This is an optimization exercise on Yosys and OpenROAD, whose aim is small area, a short achievable clock period and few clock cycles per item, not a production implementation.
In this exercise RTL edits were held to simulation tests only and were not proved equivalent to the original.
Power and IR drop assume default switching activity.

==> inputs of trial 70 <==
==> flow/design.v <==
package plst_pkg;
    localparam int CAPACITY = 64;
    localparam int DATA_W = 32;
    localparam int KIND_W = 3;
    localparam int POS_W  = 6;
    localparam int LEN_W  = 7;
    localparam int STAT_W = 2;
    localparam int RES_W  = DATA_W + LEN_W + STAT_W;
    localparam int S_TDATA_W = ((POS_W + DATA_W + 7) / 8) * 8;
    localparam int M_TDATA_W = ((DATA_W + LEN_W + STAT_W + 7) / 8) * 8;
    localparam logic [KIND_W-1:0] KIND_INSERT = 3'd0;
    localparam logic [KIND_W-1:0] KIND_APPEND = 3'd1;
    localparam logic [KIND_W-1:0] KIND_DELETE = 3'd2;
    localparam logic [KIND_W-1:0] KIND_READ   = 3'd3;
    localparam logic [KIND_W-1:0] KIND_CLEAR  = 3'd4;
    localparam logic [STAT_W-1:0] STAT_OK       = 2'd0;
    localparam logic [STAT_W-1:0] STAT_FULL     = 2'd1;
    localparam logic [STAT_W-1:0] STAT_PAST_END = 2'd2;
    localparam logic [STAT_W-1:0] STAT_EMPTY    = 2'd3;
endpackage
module plst_ram #(
    parameter int DEPTH = 64,
    parameter int WIDTH = 32
) (
    input  logic             aclk,
    input  logic [DEPTH-1:0] mv_a,       
    input  logic [DEPTH-1:0] mv_b,
    input  logic [WIDTH-1:0] wdata,
    input  logic [DEPTH-1:0] rsel,       
    output logic [WIDTH-1:0] rdata
);
    logic [WIDTH-1:0] mem [DEPTH];
    for (genvar i = 0; i < DEPTH; i++) begin : g_ent
        logic [WIDTH-1:0] lo, hi, nxt;
        logic             s_up, s_dn, s_wr, s_hold;
        assign s_up   =  mv_a[i] && !mv_b[i];
        assign s_dn   = !mv_a[i] &&  mv_b[i];
        assign s_wr   =  mv_a[i] &&  mv_b[i];
        assign s_hold = !mv_a[i] && !mv_b[i];
        assign lo  = (i > 0)         ? mem[(i > 0) ? i - 1 : 0] : '0;
        assign hi  = (i < DEPTH - 1) ? mem[(i < DEPTH - 1) ? i + 1 : i] : '0;
        assign nxt = ({WIDTH{s_up}}   & lo)
                   | ({WIDTH{s_dn}}   & hi)
                   | ({WIDTH{s_wr}}   & wdata)
                   | ({WIDTH{s_hold}} & mem[i]);
        always_ff @(posedge aclk) begin
            mem[i] <= nxt;
        end
    end
    always_comb begin
        rdata = '0;
        for (int i = 0; i < DEPTH; i++) begin
            rdata = rdata | ({WIDTH{rsel[i]}} & mem[i]);
        end
    end
endmodule
module plst_ctrl (
    input  logic                              aclk,
    input  logic                              aresetn,
    input  logic                              in_acc,     
    input  logic [plst_pkg::KIND_W-1:0]       in_kind,
    input  logic [plst_pkg::POS_W-1:0]        in_pos,
    output logic [plst_pkg::CAPACITY-1:0]     mv_a,       
    output logic [plst_pkg::CAPACITY-1:0]     mv_b,
    output logic [plst_pkg::CAPACITY-1:0]     rsel,       
    output logic [plst_pkg::LEN_W-1:0]        res_length,
    output logic [plst_pkg::STAT_W-1:0]       res_status
);
    localparam int N     = plst_pkg::CAPACITY;
    localparam int POS_W = plst_pkg::POS_W;
    localparam int LEN_W = plst_pkg::LEN_W;
    logic [LEN_W-1:0] len, len_p1, len_m1, len_m2;
    logic             a_ins, a_del, a_clr;
    logic [plst_pkg::STAT_W-1:0] a_status;
    logic [LEN_W-1:0] len_next, len_p1_next, len_m1_next, len_m2_next;
    always_comb begin
        len_next    = len;
        len_p1_next = len_p1;
        len_m1_next = len_m1;
        len_m2_next = len_m2;
        if (a_clr) begin
            len_next    = '0;
            len_p1_next = LEN_W'(1);
            len_m1_next = '1;
            len_m2_next = ~LEN_W'(1);
        end else if (a_ins) begin
            len_next    = len_p1;
            len_p1_next = len_p1 + LEN_W'(1);
            len_m1_next = len;
            len_m2_next = len_m1;
        end else if (a_del) begin
            len_next    = len_m1;
            len_p1_next = len;
            len_m1_next = len_m2;
            len_m2_next = len_m2 - LEN_W'(1);
        end
    end
    logic          k_ia, k_app, k_del, k_rd, k_clr;
    logic          full_n, empty_n, pos_in_n, ins_ok;
    logic [N-1:0]  ge, gt;
    logic [POS_W-1:0] tail_n, place, rpos;
    logic [N-1:0]  rsel_n, mva_n, mvb_n;
    logic [plst_pkg::STAT_W-1:0] status_n;
    always_comb begin
        k_app = (in_kind == plst_pkg::KIND_APPEND);
        k_ia  = (in_kind == plst_pkg::KIND_INSERT) || k_app;
        k_del = (in_kind == plst_pkg::KIND_DELETE);
        k_rd  = (in_kind == plst_pkg::KIND_READ);
        k_clr = (in_kind == plst_pkg::KIND_CLEAR);
        full_n   = len_next[LEN_W-1];               
        empty_n  = (len_next == '0);
        pos_in_n = ({1'b0, in_pos} < len_next);
        ins_ok   = k_ia && !full_n;
        tail_n   = len_next[POS_W-1:0];
        place    = (k_app || !pos_in_n) ? tail_n : in_pos;
        for (int i = 0; i < N; i++) begin
            ge[i] = (POS_W'(i) >= (k_ia ? place : in_pos));
        end
        gt       = {ge[N-2:0], 1'b0};
        rpos     = pos_in_n ? in_pos : len_m1_next[POS_W-1:0];
        for (int i = 0; i < N; i++) begin
            rsel_n[i] = k_rd && !empty_n && (POS_W'(i) == rpos);
        end
        mva_n = {N{ins_ok}} & ge;
        mvb_n = ({N{k_del}} & ge) | ({N{ins_ok}} & ge & ~gt);
        status_n = plst_pkg::STAT_OK;
        if (k_ia && full_n)          status_n = plst_pkg::STAT_FULL;
        else if (k_del && !pos_in_n) status_n = plst_pkg::STAT_PAST_END;
        else if (k_rd && empty_n)    status_n = plst_pkg::STAT_EMPTY;
    end
    always_ff @(posedge aclk) begin
        if (!aresetn) begin
            len    <= '0;
            len_p1 <= LEN_W'(1);
            len_m1 <= '1;
            len_m2 <= ~LEN_W'(1);
        end else begin
            len    <= len_next;
            len_p1 <= len_p1_next;
            len_m1 <= len_m1_next;
            len_m2 <= len_m2_next;
        end
    end
    always_ff @(posedge aclk) begin
        if (in_acc) begin
            mv_a  <= mva_n;
            mv_b  <= mvb_n;
            rsel  <= rsel_n;
            a_ins <= ins_ok;
            a_del <= k_del && pos_in_n;
            a_clr <= k_clr;
        end else begin
            mv_a  <= '0;
            mv_b  <= '0;
            rsel  <= '0;
            a_ins <= 1'b0;
            a_del <= 1'b0;
            a_clr <= 1'b0;
        end
        a_status <= status_n;
    end
    assign res_length = len_next;
    assign res_status = a_status;
endmodule
module positional_list_store_unit (
    input  logic                               aclk,
    input  logic                               aresetn,
    input  logic                               s_tvalid,
    output logic                               s_tready,
    input  logic [plst_pkg::S_TDATA_W-1:0]     s_tdata,    
    input  logic [plst_pkg::KIND_W-1:0]        s_tuser,    
    output logic                               m_tvalid,
    input  logic                               m_tready,
    output logic [plst_pkg::M_TDATA_W-1:0]     m_tdata     
);
    localparam int N      = plst_pkg::CAPACITY;
    localparam int POS_W  = plst_pkg::POS_W;
    localparam int DATA_W = plst_pkg::DATA_W;
    localparam int RES_W  = plst_pkg::RES_W;
    localparam int QD     = 3;    
    localparam int CW     = 2;
    logic acc, pop;
    assign acc = s_tvalid && s_tready && aresetn;
    assign pop = m_tvalid && m_tready;
    logic              r_valid;
    logic [DATA_W-1:0] r_val;
    always_ff @(posedge aclk) begin
        r_val <= s_tdata[POS_W +: DATA_W];
        if (!aresetn) r_valid <= 1'b0;
        else          r_valid <= acc;
    end
    logic [N-1:0]                mv_a, mv_b, rsel;
    logic [DATA_W-1:0]           rdata;
    logic [plst_pkg::LEN_W-1:0]  res_length;
    logic [plst_pkg::STAT_W-1:0] res_status;
    logic [RES_W-1:0]            res;
    plst_ctrl u_ctrl (
        .aclk       (aclk),
        .aresetn    (aresetn),
        .in_acc     (acc),
        .in_kind    (s_tuser),
        .in_pos     (s_tdata[POS_W-1:0]),
        .mv_a       (mv_a),
        .mv_b       (mv_b),
        .rsel       (rsel),
        .res_length (res_length),
        .res_status (res_status)
    );
    plst_ram #(.DEPTH(N), .WIDTH(DATA_W)) u_ram (
        .aclk  (aclk),
        .mv_a  (mv_a),
        .mv_b  (mv_b),
        .wdata (r_val),
        .rsel  (rsel),
        .rdata (rdata)
    );
    assign res = {res_status, res_length, rdata};
    logic [RES_W-1:0] q   [QD];
    logic [QD-1:0]    qv;
    logic [CW-1:0]    cred;        
    logic             ready_reg;
    always_ff @(posedge aclk) begin
        for (int j = 0; j < QD; j++) begin
            if (qv[j] && !pop) begin
                q[j] <= q[j];
            end else if (pop && (j + 1 < QD) && qv[(j + 1 < QD) ? j + 1 : j]) begin
                q[j] <= q[(j + 1 < QD) ? j + 1 : j];
            end else begin
                q[j] <= res;
            end
        end
        if (!aresetn) begin
            qv <= '0;
        end else begin
            for (int j = 0; j < QD; j++) begin
                logic below, here, above;
                below = (j == 0) ? 1'b1 : qv[(j == 0) ? 0 : j - 1];
                here  = qv[j];
                above = (j + 1 < QD) ? qv[(j + 1 < QD) ? j + 1 : j] : 1'b0;
                if (pop) qv[j] <= above || (r_valid && here);
                else     qv[j] <= here || (r_valid && below);
            end
        end
    end
    always_ff @(posedge aclk) begin
        if (!aresetn) begin
            cred      <= '0;
            ready_reg <= 1'b1;
        end else begin
            case ({acc, pop})
                2'b10:   begin cred <= cred + CW'(1); ready_reg <= (cred + CW'(1)) < CW'(QD); end
                2'b01:   begin cred <= cred - CW'(1); ready_reg <= 1'b1; end
                default: begin ready_reg <= cred < CW'(QD); end
            endcase
        end
    end
    assign s_tready = ready_reg;
    assign m_tvalid = qv[0];
    assign m_tdata  = plst_pkg::M_TDATA_W'(q[0]);
endmodule
==> flow/run.sh <==
#!/bin/bash
# synth_recipe.tcl (not shown) runs the flow's synth.tcl, then flattens the netlist and writes it again
# the make line also repeats each setting of config.mk as NAME=value (left out here)
make -C /OpenROAD-flow-scripts/flow DESIGN_CONFIG=/design/flow/config.mk WORK_HOME=/design/flow/orfs CLKGATE_MAP_FILE= SYNTH_SCRIPT=/design/flow/synth_recipe.tcl finish
==> flow/config.mk <==
export PLATFORM = sky130hd
export DESIGN_NAME = positional_list_store_unit
export DESIGN_NICKNAME = positional_list_store_unit
export VERILOG_FILES = /design/flow/design.v
export SDC_FILE = /design/flow/constraint.sdc
export NUM_CORES = 4
export LEC_CHECK = 0
export CAP_MARGIN = 20
export CORE_MARGIN = 2
export CORE_UTILIZATION = 28
export CTS_CLUSTER_DIAMETER = 100
export CTS_CLUSTER_SIZE = 20
export PLACE_DENSITY = 0.4
export SETUP_SLACK_MARGIN = 4.7
export SLEW_MARGIN = 20
==> flow/constraint.sdc <==
create_clock -name core_clock -period 8.0 [get_ports {aclk}]
set_input_delay 1.6000 -clock core_clock [delete_from_list [all_inputs] [get_ports {aclk}]]
set_output_delay 1.6000 -clock core_clock [all_outputs]
set_load 0.01 [all_outputs]
==> inputs of trial 93, as changes to trial 70 <==
--- a/flow/config.mk
+++ b/flow/config.mk
@@ -8,8 +8,8 @@
 export CAP_MARGIN = 20
 export CORE_MARGIN = 2
-export CORE_UTILIZATION = 28
+export CORE_UTILIZATION = 27
 export CTS_CLUSTER_DIAMETER = 100
 export CTS_CLUSTER_SIZE = 20
-export PLACE_DENSITY = 0.4
+export PLACE_DENSITY = 0.38
 export SETUP_SLACK_MARGIN = 4.7
 export SLEW_MARGIN = 20
==> flow_summary_export.csv <==
group,metric,value,unit
placement,place.gp.congestion,0.918,
setup_path,critical_path_required,8.70,ns
floorplanning,die_x,657,um
pwr,p_comb,2.10,mW
detailed_routing,wirelength_met1,284000,um
setup_path,worstReg2RegEnd,"q[0][19]",
cells_and_area,final_cells,13200,
run_status,status,"timing/DRC/antenna clean",
cells_and_area,n_all_buffers,391,
cells_and_area,final_cell_mix,"dfxtp_1, mux4_2, a22o_1",
cells_and_area,clockBufferCount,184,
detailed_routing,first_pass_iters,6,
-- figures above: trial 93

==> flow_summary_export.csv <==
group,metric,value,unit
detailed_routing,wirelength_met1,277000,um
placement,place.gp.congestion,0.931,
pwr,p_comb,2.06,mW
cells_and_area,n_all_buffers,379,
cells_and_area,final_cell_mix,"dfxtp_1, mux4_2, a22o_1",
run_status,status,"failed layout checks",
detailed_routing,first_pass_iters,7,
detailed_routing,drtAntennaViolNets,1,
floorplanning,die_x,645,um
setup_path,worstReg2RegEnd,"q[0][25]",
cells_and_area,final_cells,13000,
run_status,violations,"antenna rules",
cells_and_area,clockBufferCount,192,
setup_path,critical_path_required,8.64,ns
-- figures above: trial 70

Testbench counts of trial 70, summed over its fixed seeds: cycles 8,016, items 8,000.
Testbench counts of trial 93, summed over its fixed seeds: cycles 8,016, items 8,000.

[what the ideal ports hide]
No port has a modelled driver above. Below, the same layouts with a new extraction and two added sets of constraints.
Step 1: set_driving_cell puts a clkbuf_16 on aclk and a buf_2 on each other input, an assumption about the parent block.
Step 2 moves the port delays by t, midway between the first and last clock arrival at a register: inputs arrive t later, outputs are due t later. That takes back most of the time a late clock gives input paths.
a / b / c = ideal / step 1 / step 2; a / b = the first two.
run	shift t [ns]	slack for setup (ns)	cell pins on the clock port's net
trial 70	1.048	4.416 / 4.416 / 3.788	1
trial 93	1.054	4.560 / 4.560 / 3.658	1
The setup slack of trial 93, which loses most, moves by 0.000 ns with the drivers and by -0.902 ns with both steps.
